What follows belongs to an exercise in optimizing a design on an open flow for small area, a short achievable clock period and few clock cycles per item; a production flow would make more cautious choices.
At most, simulation tests tie the RTL to the original design; equivalence was not proved.

Design seq_operator_unit, start of the top module:
module seq_operator_unit (
    input  logic        clk,
    input  logic        rst,
    input  logic        in_valid,
    output logic        in_ready,
    input  logic [3:0]  op,
    input  logic        is_signed,
    input  logic [31:0] a,
    input  logic [31:0] b,
    output logic        out_valid,
    input  logic        out_ready,
    output logic [31:0] result,
    output logic        div_by_zero
);
Size: roughly 4700 cells after synthesis, roughly 200 flip-flops, about 110 I/O pins, ~31000 µm² of cells after synthesis.
clock: 9.5 ns
lec_check: 0
abc_area: 1
cap_margin: 20
cell_pad_in_sites_detail_placement: 1
core_margin: 2
core_utilization: 40
setup_slack_margin: 5
slew_margin: 20
run.sh (not shown) runs the stock make flow with config.mk's settings and CLKGATE_MAP_FILE= SYNTH_SCRIPT=/design/flow/synth_recipe.tcl, a recipe that flattens the netlist after the stock synthesis.
Testbench counts at the start, summed over its fixed seeds: cycles 6,290, items 3,200.
==> next run, changes <==
--- a/flow/design.v
+++ b/flow/design.v
@@ -20,17 +20,16 @@
                            S_MUL  = 2'd1,   
                            S_ITER = 2'd2,   
                            S_FIX  = 2'd3;   
     logic        xv;
     logic [1:0]  xst;
     logic [3:0]  xop;
     logic        xsg;
     logic        xsub;      
-    logic        bn;        
     logic        fin;       
     logic [31:0] r1, r2, r3;
     logic [31:0] rc;        
     logic [7:0]  mb;        
     logic        negq, negr;
     logic        fdz;       
     logic [4:0]  cnt;
     logic [6:0]  dd;        
@@ -149,70 +148,67 @@
     logic [31:0] x_oth;
     logic        x_dz;
     always_comb begin
         x_oth = alu_res;
         x_dz  = 1'b0;
         case (xst)
             S_EXEC: begin
                 if (is_div) begin
-                    x_oth = b_zero ? (is_divop ? 32'hFFFF_FFFF : r1) : (is_divop ? quo_nx : rem_fin);
-                    x_dz  = b_zero;
+                    x_oth = is_divop ? 32'hFFFF_FFFF : r1;
+                    x_dz  = 1'b1;
                 end
             end
             S_ITER:  x_oth = is_divop ? quo_nx : rem_fin;
             S_FIX: begin
                 x_oth = addsum[31:0];
                 x_dz  = fdz;
             end
             default: ;
         endcase
     end
     wire in_fin = in_mul ? 1'b0 : (in_div ? (!in_bnz && !((op == OP_MOD) && a_sg)) : 1'b1);
     logic fin_nx;
     always_comb begin
         case (xst)
-            S_EXEC, S_MUL: fin_nx = is_mul ? mul_last : (b_zero || no_align || ((d_amt == 5'd0) && !need_fix));
+            S_EXEC, S_MUL: fin_nx = is_mul ? mul_last : (b_zero || ((d_amt == 5'd0) && !need_fix));
             S_ITER:        fin_nx = it_last || ((cnt == 5'd1) && !need_fix);
             default:       fin_nx = 1'b1;
         endcase
     end
-    wire no_align = dd[6] || (dd == 7'd0);
-    wire x_fin  = fin || ((xst == S_EXEC) && is_div && no_align && !need_fix);
-    wire x_done = xv && x_fin && !zv;
-    wire x_step = xv && !x_fin && !zv;
+    wire x_done = xv && fin && !zv;
+    wire x_step = xv && !fin && !zv;
     assign in_ready = !xv || x_done;
     wire push   = x_done;
     wire y_load = !yv || out_ready;
     always_ff @(posedge clk or posedge rst) begin
         if (rst) begin
             xv  <= 1'b0;
             xst <= S_EXEC;
             fin <= 1'b0;
         end else if (in_ready) begin
             xv  <= in_valid;
             xst <= S_EXEC;
             fin <= in_fin;
         end else if (x_step) begin
             fin <= fin_nx;
             case (xst)
-                S_EXEC, S_MUL: xst <= is_mul ? (mul_last ? S_FIX : S_MUL) : ((b_zero || no_align) ? S_FIX : S_ITER);
+                S_EXEC, S_MUL: xst <= is_mul ? (mul_last ? S_FIX : S_MUL) : (b_zero ? S_FIX : S_ITER);
                 S_ITER:  xst <= it_last ? S_FIX : S_ITER;
                 default: xst <= xst;
             endcase
         end
     end
     always_ff @(posedge clk) begin
         if (in_ready) begin
             xop  <= op;
             xsg  <= is_signed;
-            xsub <= (op == OP_SUB) || (op == OP_LT) || (in_div && !b_neg);
-            bn   <= b_neg;
+            xsub <= (op == OP_SUB) || (op == OP_LT) || in_div;
             r1   <= a_neg ? -a : a;
-            r2   <= b;
+            r2   <= b_neg ? -b : b;
             mb   <= b[7:0];
             rc   <= 32'd0;
             dd   <= in_dd;
             negq <= a_neg ^ b_neg;
             negr <= a_neg;
             fdz  <= 1'b0;
         end else if (x_step) begin
             case (xst)
@@ -223,37 +219,31 @@
                             r2 <= mc;
                         end else begin
                             r1 <= r1 << 8;
                             r2 <= r2 >> 8;
                             mb <= r2[15:8];
                         end
                         rc <= mc;
                     end else if (b_zero) begin
-                        r1   <= 32'd0;
-                        r2   <= r1;
-                        fdz  <= 1'b1;
-                        xsub <= 1'b1;
-                    end else if (no_align) begin
-                        r1   <= 32'd0;
-                        r2   <= is_divop ? quo_nx : rem_fin;
-                        xsub <= 1'b1;
+                        r1  <= 32'd0;
+                        r2  <= r1;
+                        fdz <= 1'b1;
                     end else begin
                         r2  <= sh_out;
                         cnt <= d_amt;
                     end
                 end
                 S_ITER: begin
                     if (it_last) begin
-                        r1   <= 32'd0;
-                        r2   <= is_divop ? quo_nx : rem_fin;
-                        xsub <= 1'b1;
+                        r1 <= 32'd0;
+                        r2 <= is_divop ? quo_nx : rem_fin;
                     end else begin
-                        r1   <= rem_nx;
-                        r2   <= {bn, r2[31:1]};
+                        r1 <= rem_nx;
+                        r2 <= r2 >> 1;
                     end
                     cnt <= cnt - 5'd1;
                 end
                 default: ;
             endcase
         end
     end
     always_ff @(posedge clk) begin
Result:
- non-clock buffer count came out lower by 64
- worst setup slack gets better by 0.023 ns
- via count came out lower by 4.4%
- wire length came out lower by 6.4%
- cell count came out lower by 3.4%
Testbench counts after the change, summed over its fixed seeds: cycles 6,480, items 3,200.


job 9974:
Another version of the RTL of seq_operator_unit (not shown whole).
For scale: about 200 flip-flops, about 110 I/O pins, ~29,000 µm² of cells after synthesis.
Settings: LEC_CHECK=0, ABC_AREA=1, CAP_MARGIN=20, CELL_PAD_IN_SITES_DETAIL_PLACEMENT=1, CORE_MARGIN=2, CORE_UTILIZATION=40, SETUP_SLACK_MARGIN=5, SLEW_MARGIN=20; clock period 9.5 ns.
Input-level comparison between job 4781 and job 9974:
--- a/flow/design.v
+++ b/flow/design.v
@@ -24,17 +24,18 @@
     logic [1:0]  xst;
     logic [3:0]  xop;
     logic        xsg;
     logic        xsub;      
     logic        bn;        
     logic        fin;       
     logic [31:0] r1, r2, r3;
     logic [31:0] rc;        
-    logic [3:0]  bneg, bone, btwo;   
+    logic [7:0]  mb;        
+    logic        bprev;     
     logic        negq, negr;
     logic        fdz;       
     logic [4:0]  cnt;
     logic [6:0]  dd;        
     logic        yv, zv;
     logic [31:0] yres;
     logic        ydz, zdz;
     function automatic logic [31:0] rev32(input logic [31:0] v);
@@ -106,40 +107,38 @@
             OP_RXOR: alu_res = {31'd0, ^r1};
             OP_LT:   alu_res = {31'd0, lt};
             default: alu_res = 32'd0;
         endcase
     end
     function automatic logic [63:0] csa(input logic [31:0] x, input logic [31:0] y, input logic [31:0] z);
         csa = {((x & y) | (z & (x ^ y))) << 1, x ^ y ^ z};
     endfunction
-    function automatic logic [11:0] booth8(input logic [8:0] bb);    
-        for (int i = 0; i < 4; i++) begin
-            logic d0, d1, d2;
-            d0 = bb[2*i]; d1 = bb[2*i+1]; d2 = bb[2*i+2];
-            booth8[8+i] = d2 & ~(d1 & d0);
-            booth8[4+i] = d1 ^ d0;
-            booth8[i]   = (d2 & ~d1 & ~d0) | (~d2 & d1 & d0);
-        end
-    endfunction
     logic [31:0] ms, mc;
     always_comb begin
+        logic [8:0]  bb;
         logic [31:0] row [0:3];
         logic [31:0] corr;
         logic [63:0] t0, t1, t2, t3, t4;
+        bb   = {mb, bprev};
         corr = '0;
         for (int i = 0; i < 4; i++) begin
-            row[i] = ((({32{bone[i]}} & r1) | ({32{btwo[i]}} & (r1 << 1))) ^ {32{bneg[i]}}) << (2*i);
-            corr[2*i] = bneg[i];
-        end
-        t0 = csa(corr, r3, rc);
-        t1 = csa(row[0], row[1], row[2]);
-        t2 = csa(row[3], t0[31:0], t0[63:32]);
-        t3 = csa(t1[31:0], t1[63:32], t2[31:0]);
-        t4 = csa(t3[31:0], t3[63:32], t2[63:32]);
+            logic d0, d1, d2, neg, one, two;
+            d0 = bb[2*i]; d1 = bb[2*i+1]; d2 = bb[2*i+2];
+            neg = d2 & ~(d1 & d0);
+            one = d1 ^ d0;
+            two = (d2 & ~d1 & ~d0) | (~d2 & d1 & d0);
+            row[i] = ((({32{one}} & r1) | ({32{two}} & (r1 << 1))) ^ {32{neg}}) << (2*i);
+            corr[2*i] = neg;
+        end
+        t0 = csa(row[0], row[1], row[2]);
+        t1 = csa(row[3], corr, r3);
+        t2 = csa(t0[31:0], t0[63:32], t1[31:0]);
+        t3 = csa(t2[31:0], t2[63:32], t1[63:32]);
+        t4 = csa(t3[31:0], t3[63:32], rc);
         ms = t4[31:0];
         mc = t4[63:32];
     end
     wire mul_last = (r2[31:7] == 25'd0) || (r2[31:7] == '1);
     wire in_div  = (op == OP_DIV) || (op == OP_MOD);
     wire in_mul  = (op == OP_MUL);
     wire in_bnz  = (b != 32'd0);
     wire a_sg    = is_signed && a[31];
@@ -210,33 +209,35 @@
     always_ff @(posedge clk) begin
         if (in_ready) begin
             xop  <= op;
             xsg  <= is_signed;
             xsub <= (op == OP_SUB) || (op == OP_LT) || (in_div && !b_neg);
             bn   <= b_neg;
             r1   <= a_neg ? -a : a;
             r2   <= b;
-            {bneg, bone, btwo} <= booth8({b[7:0], 1'b0});
+            mb   <= b[7:0];
+            bprev <= 1'b0;
             rc   <= 32'd0;
             dd   <= in_dd;
             negq <= a_neg ^ b_neg;
             negr <= a_neg;
             fdz  <= 1'b0;
         end else if (x_step) begin
             case (xst)
                 S_EXEC, S_MUL: begin
                     if (is_mul) begin
                         if (mul_last) begin
                             r1 <= ms;
                             r2 <= mc;
                         end else begin
                             r1    <= r1 << 8;
                             r2    <= {{8{r2[31]}}, r2[31:8]};
-                            {bneg, bone, btwo} <= booth8(r2[15:7]);
+                            mb    <= r2[15:8];
+                            bprev <= r2[7];
                         end
                         rc <= mc;
                     end else if (b_zero) begin
                         r1   <= 32'd0;
                         r2   <= r1;
                         fdz  <= 1'b1;
                         xsub <= 1'b1;
                     end else begin
==> comparison <==
Count of placed standard cells in the final layout, fillers left out (job 4781 vs. job 9974) decreases by a few percent
Max length in cells of the worst reg-to-reg path across job 4781 and job 9974: job 4781
Comparing critical path data arrival time for job 4781 and job 9974, the bigger number came from job 4781.
Cmp job 4781 vs job 9974: via count lower in job 4781
Job 4781: clock skew higher than job 9974
Going from job 9974 to job 4781, final area shrank slightly.
Testbench counts of job 4781, summed over its fixed seeds: cycles 6,474, items 3,200.
The RTL of job 9974 was laid out without a check of its function.


The RTL this note starts from:
==> flow/design.v <==
module seq_operator_unit (
    input  logic        clk,
    input  logic        rst,
    input  logic        in_valid,
    output logic        in_ready,
    input  logic [3:0]  op,
    input  logic        is_signed,
    input  logic [31:0] a,
    input  logic [31:0] b,
    output logic        out_valid,
    input  logic        out_ready,
    output logic [31:0] result,
    output logic        div_by_zero
);
    localparam logic [3:0] OP_ADD  = 4'd0,  OP_SUB  = 4'd1,  OP_MUL  = 4'd2,  OP_DIV  = 4'd3,
                           OP_MOD  = 4'd4,  OP_AND  = 4'd5,  OP_OR   = 4'd6,  OP_XOR  = 4'd7,
                           OP_XNOR = 4'd8,  OP_SHL  = 4'd9,  OP_SHR  = 4'd10, OP_ASHR = 4'd11,
                           OP_RAND = 4'd12, OP_ROR  = 4'd13, OP_RXOR = 4'd14, OP_LT   = 4'd15;
    localparam logic [1:0] S_EXEC = 2'd0,   
                           S_MUL  = 2'd1,   
                           S_ITER = 2'd2,   
                           S_FIX  = 2'd3;   
    logic        xv;
    logic [1:0]  xst;
    logic [3:0]  xop;
    logic        xsg;
    logic        xsub;      
    logic        bn;        
    logic        fin;       
    logic [31:0] r1, r2, r3;
    logic [31:0] rc;        
    logic [7:0]  mb;        
    logic        negq, negr;
    logic        fdz;       
    logic [4:0]  cnt;
    logic [6:0]  dd;        
    logic        yv, zv;
    logic [31:0] yres;
    logic        ydz, zdz;
    function automatic logic [31:0] rev32(input logic [31:0] v);
        for (int i = 0; i < 32; i++) rev32[i] = v[31-i];
    endfunction
    function automatic logic [5:0] lzc32(input logic [31:0] x);
        logic [15:0] z1; logic [15:0] c1;
        logic [7:0]  z2; logic [7:0][1:0] c2;
        logic [3:0]  z3; logic [3:0][2:0] c3;
        logic [1:0]  z4; logic [1:0][3:0] c4;
        logic        z5; logic [4:0] c5;
        for (int g = 0; g < 16; g++) begin
            z1[g] = ~(x[2*g+1] | x[2*g]);
            c1[g] = ~x[2*g+1];
        end
        for (int g = 0; g < 8; g++) begin
            z2[g] = z1[2*g+1] & z1[2*g];
            c2[g] = z1[2*g+1] ? {1'b1, c1[2*g]} : {1'b0, c1[2*g+1]};
        end
        for (int g = 0; g < 4; g++) begin
            z3[g] = z2[2*g+1] & z2[2*g];
            c3[g] = z2[2*g+1] ? {1'b1, c2[2*g]} : {1'b0, c2[2*g+1]};
        end
        for (int g = 0; g < 2; g++) begin
            z4[g] = z3[2*g+1] & z3[2*g];
            c4[g] = z3[2*g+1] ? {1'b1, c3[2*g]} : {1'b0, c3[2*g+1]};
        end
        z5 = z4[1] & z4[0];
        c5 = z4[1] ? {1'b1, c4[0]} : {1'b0, c4[1]};
        lzc32 = z5 ? 6'd32 : {1'b0, c5};
    endfunction
    function automatic logic [5:0] lz_mag(input logic [31:0] v, input logic neg);
        logic [31:0] t;
        logic        p2;
        t  = neg ? ~v : v;
        p2 = ((v[30:0] & ~v[31:1]) == 31'd0);
        lz_mag = lzc32(t) - {5'd0, neg && p2};
    endfunction
    wire is_div   = (xop == OP_DIV) || (xop == OP_MOD);
    wire is_divop = (xop == OP_DIV);
    wire is_mul   = (xop == OP_MUL);
    wire        do_sub = xsub;
    wire [32:0] addsum = {1'b0, r1} + {1'b0, r2 ^ {32{do_sub}}} + {32'd0, do_sub};
    wire        borrow = ~addsum[32];
    wire        lt     = (xsg && (r1[31] != r2[31])) ? r1[31] : borrow;
    wire        q_zero  = dd[6];
    wire [4:0]  d_amt   = q_zero ? 5'd0 : dd[4:0];
    wire        al_mode = (xst == S_EXEC) && is_div;
    wire        big_sh  = !al_mode && (|r2[31:5]);
    wire        sh_l    = (xop == OP_SHL) || al_mode;
    wire        fill    = (xop == OP_ASHR) && xsg && r1[31];
    wire [31:0] sh_src  = al_mode ? r2 : r1;
    wire [4:0]  sh_amt  = al_mode ? d_amt : r2[4:0];
    wire [31:0] sh_in   = sh_l ? rev32(sh_src) : sh_src;
    wire [63:0] sh_w    = {{32{fill}}, sh_in} >> sh_amt;
    wire [31:0] sh_r    = big_sh ? {32{fill}} : sh_w[31:0];
    wire [31:0] sh_out  = sh_l ? rev32(sh_r) : sh_r;
    logic [31:0] alu_res;
    always_comb begin
        case (xop)
            OP_ADD, OP_SUB: alu_res = addsum[31:0];
            OP_AND:  alu_res = r1 & r2;
            OP_OR:   alu_res = r1 | r2;
            OP_XOR:  alu_res = r1 ^ r2;
            OP_XNOR: alu_res = ~(r1 ^ r2);
            OP_SHL, OP_SHR, OP_ASHR: alu_res = sh_out;
            OP_RAND: alu_res = {31'd0, &r1};
            OP_ROR:  alu_res = {31'd0, |r1};
            OP_RXOR: alu_res = {31'd0, ^r1};
            OP_LT:   alu_res = {31'd0, lt};
            default: alu_res = 32'd0;
        endcase
    end
    function automatic logic [63:0] csa(input logic [31:0] x, input logic [31:0] y, input logic [31:0] z);
        csa = {((x & y) | (z & (x ^ y))) << 1, x ^ y ^ z};
    endfunction
    logic [31:0] ms, mc;
    always_comb begin
        logic [31:0] o [0:9];
        logic [63:0] t0, t1, t2, t3, t4, t5, t6, t7;
        for (int i = 0; i < 8; i++) o[i] = (r1 << i) & {32{mb[i]}};
        o[8] = r3;
        o[9] = rc;
        t0 = csa(o[0], o[1], o[2]);
        t1 = csa(o[3], o[4], o[5]);
        t2 = csa(o[6], o[7], o[8]);
        t3 = csa(t0[31:0], t0[63:32], t1[31:0]);
        t4 = csa(t1[63:32], t2[31:0], t2[63:32]);
        t5 = csa(t3[31:0], t3[63:32], t4[31:0]);
        t6 = csa(t5[31:0], t5[63:32], t4[63:32]);
        t7 = csa(t6[31:0], t6[63:32], o[9]);
        ms = t7[31:0];
        mc = t7[63:32];
    end
    wire mul_last = (r2[31:8] == 24'd0);
    wire in_div  = (op == OP_DIV) || (op == OP_MOD);
    wire in_mul  = (op == OP_MUL);
    wire in_bnz  = (b != 32'd0);
    wire a_sg    = is_signed && a[31];
    wire b_sg    = is_signed && b[31];
    wire a_neg   = in_div && a_sg;
    wire b_neg   = in_div && b_sg;
    wire        b_zero   = (r2 == 32'd0);
    wire        ge       = ~borrow;               
    wire [31:0] rem_nx   = ge ? addsum[31:0] : r1;
    wire        last1    = (cnt == 5'd0);
    wire        it_last  = last1;
    wire [31:0] quo_nx   = {r3[30:0], ge};
    wire [31:0] rem_fin  = rem_nx;
    wire        need_fix = is_divop ? negq : negr;
    logic [31:0] x_oth;
    logic        x_dz;
    always_comb begin
        x_oth = alu_res;
        x_dz  = 1'b0;
        case (xst)
            S_EXEC: begin
                if (is_div) begin
                    x_oth = is_divop ? 32'hFFFF_FFFF : r1;
                    x_dz  = 1'b1;
                end
            end
            S_ITER:  x_oth = is_divop ? quo_nx : rem_fin;
            S_FIX: begin
                x_oth = addsum[31:0];
                x_dz  = fdz;
            end
            default: ;
        endcase
    end
    wire [5:0] in_lza = lz_mag(a, a_sg);
    wire [5:0] in_lzb6 = lz_mag(b, b_sg);
    wire in_one  = in_div && in_bnz && (in_lzb6 <= in_lza);
    wire in_nfix = (op == OP_DIV) ? (a_neg ^ b_neg) : a_neg;
    wire in_fin = in_mul ? 1'b0 : (in_div ? (in_bnz ? (in_one && !in_nfix) : !((op == OP_MOD) && a_sg)) : 1'b1);
    logic fin_nx;
    always_comb begin
        case (xst)
            S_EXEC, S_MUL: fin_nx = is_mul ? mul_last : (b_zero || ((d_amt == 5'd0) && !need_fix));
            S_ITER:        fin_nx = it_last || ((cnt == 5'd1) && !need_fix);
            default:       fin_nx = 1'b1;
        endcase
    end
    wire x_done = xv && fin && !zv;
    wire x_step = xv && !fin && !zv;
    assign in_ready = !xv || x_done;
    wire push   = x_done;
    wire y_load = !yv || out_ready;
    always_ff @(posedge clk or posedge rst) begin
        if (rst) begin
            xv  <= 1'b0;
            xst <= S_EXEC;
            fin <= 1'b0;
        end else if (in_ready) begin
            xv  <= in_valid;
            xst <= in_one ? S_ITER : S_EXEC;
            fin <= in_fin;
        end else if (x_step) begin
            fin <= fin_nx;
            case (xst)
                S_EXEC, S_MUL: xst <= is_mul ? (mul_last ? S_FIX : S_MUL) : (b_zero ? S_FIX : S_ITER);
                S_ITER:  xst <= it_last ? S_FIX : S_ITER;
                default: xst <= xst;
            endcase
        end
    end
    always_ff @(posedge clk) begin
        if (in_ready) begin
            xop  <= op;
            xsg  <= is_signed;
            xsub <= (op == OP_SUB) || (op == OP_LT) || (in_div && !b_neg);
            bn   <= b_neg;
            r1   <= a_neg ? -a : a;
            r2   <= b;
            mb   <= b[7:0];
            rc   <= 32'd0;
            dd   <= {1'b0, in_lzb6} - {1'b0, in_lza};
            cnt  <= 5'd0;
            negq <= a_neg ^ b_neg;
            negr <= a_neg;
            fdz  <= 1'b0;
        end else if (x_step) begin
            case (xst)
                S_EXEC, S_MUL: begin
                    if (is_mul) begin
                        if (mul_last) begin
                            r1 <= ms;
                            r2 <= mc;
                        end else begin
                            r1 <= r1 << 8;
                            r2 <= r2 >> 8;
                            mb <= r2[15:8];
                        end
                        rc <= mc;
                    end else if (b_zero) begin
                        r1   <= 32'd0;
                        r2   <= r1;
                        fdz  <= 1'b1;
                        xsub <= 1'b1;
                    end else begin
                        r2  <= sh_out;
                        cnt <= d_amt;
                    end
                end
                S_ITER: begin
                    if (it_last) begin
                        r1   <= 32'd0;
                        r2   <= is_divop ? quo_nx : rem_fin;
                        xsub <= 1'b1;
                    end else begin
                        r1   <= rem_nx;
                        r2   <= {bn, r2[31:1]};
                    end
                    cnt <= cnt - 5'd1;
                end
                default: ;
            endcase
        end
    end
    always_ff @(posedge clk) begin
        if (push && !y_load) begin
            r3  <= x_oth;
            zdz <= x_dz;
        end else if (zv ? y_load : in_ready) begin
            r3 <= 32'd0;
        end else if (x_step) begin
            if (xst == S_ITER) r3 <= quo_nx;
            else if (is_mul)   r3 <= ms;
        end
    end
    always_ff @(posedge clk or posedge rst) begin
        if (rst) begin
            yv <= 1'b0;
            zv <= 1'b0;
        end else if (y_load) begin
            yv <= zv || push;
            zv <= 1'b0;
        end else if (push) begin
            zv <= 1'b1;
        end
    end
    always_ff @(posedge clk) begin
        if (y_load) begin
            yres <= zv ? r3 : x_oth;
            ydz  <= zv ? zdz : x_dz;
        end
    end
    assign out_valid   = yv;
    assign result      = yres;
    assign div_by_zero = ydz;
endmodule
clock: 9.5 ns
lec_check: 0
abc_area: 1
cap_margin: 20
cell_pad_in_sites_detail_placement: 1
core_margin: 2
core_utilization: 40
setup_slack_margin: 5
slew_margin: 20
Rerun with:
--- a/flow/design.v
+++ b/flow/design.v
@@ -134,12 +134,13 @@
     wire in_mul  = (op == OP_MUL);
     wire in_bnz  = (b != 32'd0);
     wire a_sg    = is_signed && a[31];
     wire b_sg    = is_signed && b[31];
     wire a_neg   = in_div && a_sg;
     wire b_neg   = in_div && b_sg;
+    wire [6:0] in_dd = {1'b0, lz_mag(b, b_sg)} - {1'b0, lz_mag(a, a_sg)};
     wire        b_zero   = (r2 == 32'd0);
     wire        ge       = ~borrow;               
     wire [31:0] rem_nx   = ge ? addsum[31:0] : r1;
     wire        last1    = (cnt == 5'd0);
     wire        it_last  = last1;
     wire [31:0] quo_nx   = {r3[30:0], ge};
@@ -162,17 +163,13 @@
                 x_oth = addsum[31:0];
                 x_dz  = fdz;
             end
             default: ;
         endcase
     end
-    wire [5:0] in_lza = lz_mag(a, a_sg);
-    wire [5:0] in_lzb6 = lz_mag(b, b_sg);
-    wire in_one  = in_div && in_bnz && (in_lzb6 <= in_lza);
-    wire in_nfix = (op == OP_DIV) ? (a_neg ^ b_neg) : a_neg;
-    wire in_fin = in_mul ? 1'b0 : (in_div ? (in_bnz ? (in_one && !in_nfix) : !((op == OP_MOD) && a_sg)) : 1'b1);
+    wire in_fin = in_mul ? 1'b0 : (in_div ? (!in_bnz && !((op == OP_MOD) && a_sg)) : 1'b1);
     logic fin_nx;
     always_comb begin
         case (xst)
             S_EXEC, S_MUL: fin_nx = is_mul ? mul_last : (b_zero || ((d_amt == 5'd0) && !need_fix));
             S_ITER:        fin_nx = it_last || ((cnt == 5'd1) && !need_fix);
             default:       fin_nx = 1'b1;
@@ -187,13 +184,13 @@
         if (rst) begin
             xv  <= 1'b0;
             xst <= S_EXEC;
             fin <= 1'b0;
         end else if (in_ready) begin
             xv  <= in_valid;
-            xst <= in_one ? S_ITER : S_EXEC;
+            xst <= S_EXEC;
             fin <= in_fin;
         end else if (x_step) begin
             fin <= fin_nx;
             case (xst)
                 S_EXEC, S_MUL: xst <= is_mul ? (mul_last ? S_FIX : S_MUL) : (b_zero ? S_FIX : S_ITER);
                 S_ITER:  xst <= it_last ? S_FIX : S_ITER;
@@ -208,14 +205,13 @@
             xsub <= (op == OP_SUB) || (op == OP_LT) || (in_div && !b_neg);
             bn   <= b_neg;
             r1   <= a_neg ? -a : a;
             r2   <= b;
             mb   <= b[7:0];
             rc   <= 32'd0;
-            dd   <= {1'b0, in_lzb6} - {1'b0, in_lza};
-            cnt  <= 5'd0;
+            dd   <= in_dd;
             negq <= a_neg ^ b_neg;
             negr <= a_neg;
             fdz  <= 1'b0;
         end else if (x_step) begin
             case (xst)
                 S_EXEC, S_MUL: begin
What happened:
- The new run went through all stages and came out clean
- worst setup slack improved by 0.35 ns
- utilization decreases by 0.65 points
- wire length decreases by 2.7%
- register-to-register slack improved by 0.15 ns
- first-iteration DRC count decreases by 13%
- via count decreases by 3.5%
- clock-buffer cell count decreases by 5
Testbench counts after the change, summed over its fixed seeds: cycles 6,480, items 3,200.
No functional check of the RTL was part of the first run of this note.

[separate check: timing with driven ports]
How much do the figures lean on ideal ports? The routed layouts below were timed once more, with nothing changed but the port constraints. Step 1 assumes that a clkbuf_16 drives the clock port and a buf_2 every other input. Step 2 also shifts input and output timing later by t, the mid clock arrival at the registers, as if the neighbouring blocks saw the same clock. Three values: no drivers, after step 1, after step 2; two values: the first two.
run | t (ns) | setup slack, ns | hold WS [ns] | worst setup path at the end | slew at the worst register clock pin (ns)
the first run of note 1 | 0.588 | 4.884 / 4.884 / 4.401 | 0.465 / 0.465 / 0.465 | input to register | 0.11 / 0.11
the second run of note 1 | 0.610 | 4.907 / 4.930 / 4.320 | 0.472 / 0.472 / 0.472 | input to register | 0.10 / 0.10
job 9974 | 0.599 | 4.863 / 4.863 / 4.480 | 0.466 / 0.466 / 0.466 | input to register | 0.10 / 0.10
job 4781 | 0.601 | 4.853 / 4.853 / 4.468 | 0.483 / 0.483 / 0.483 | input to register | 0.12 / 0.12
the first run of note 3 | 0.589 | 4.633 / 4.639 / 4.050 | 0.476 / 0.476 / 0.476 | input to register | 0.09 / 0.09
the second run of note 3 | 0.585 | 4.983 / 4.983 / 4.490 | 0.493 / 0.493 / 0.493 | input to register | 0.11 / 0.11
After both steps every run listed still meets setup and hold. For the second run of note 1, which loses most, drivers alone change the setup slack by +0.023 ns; drivers and shift together by -0.587 ns.
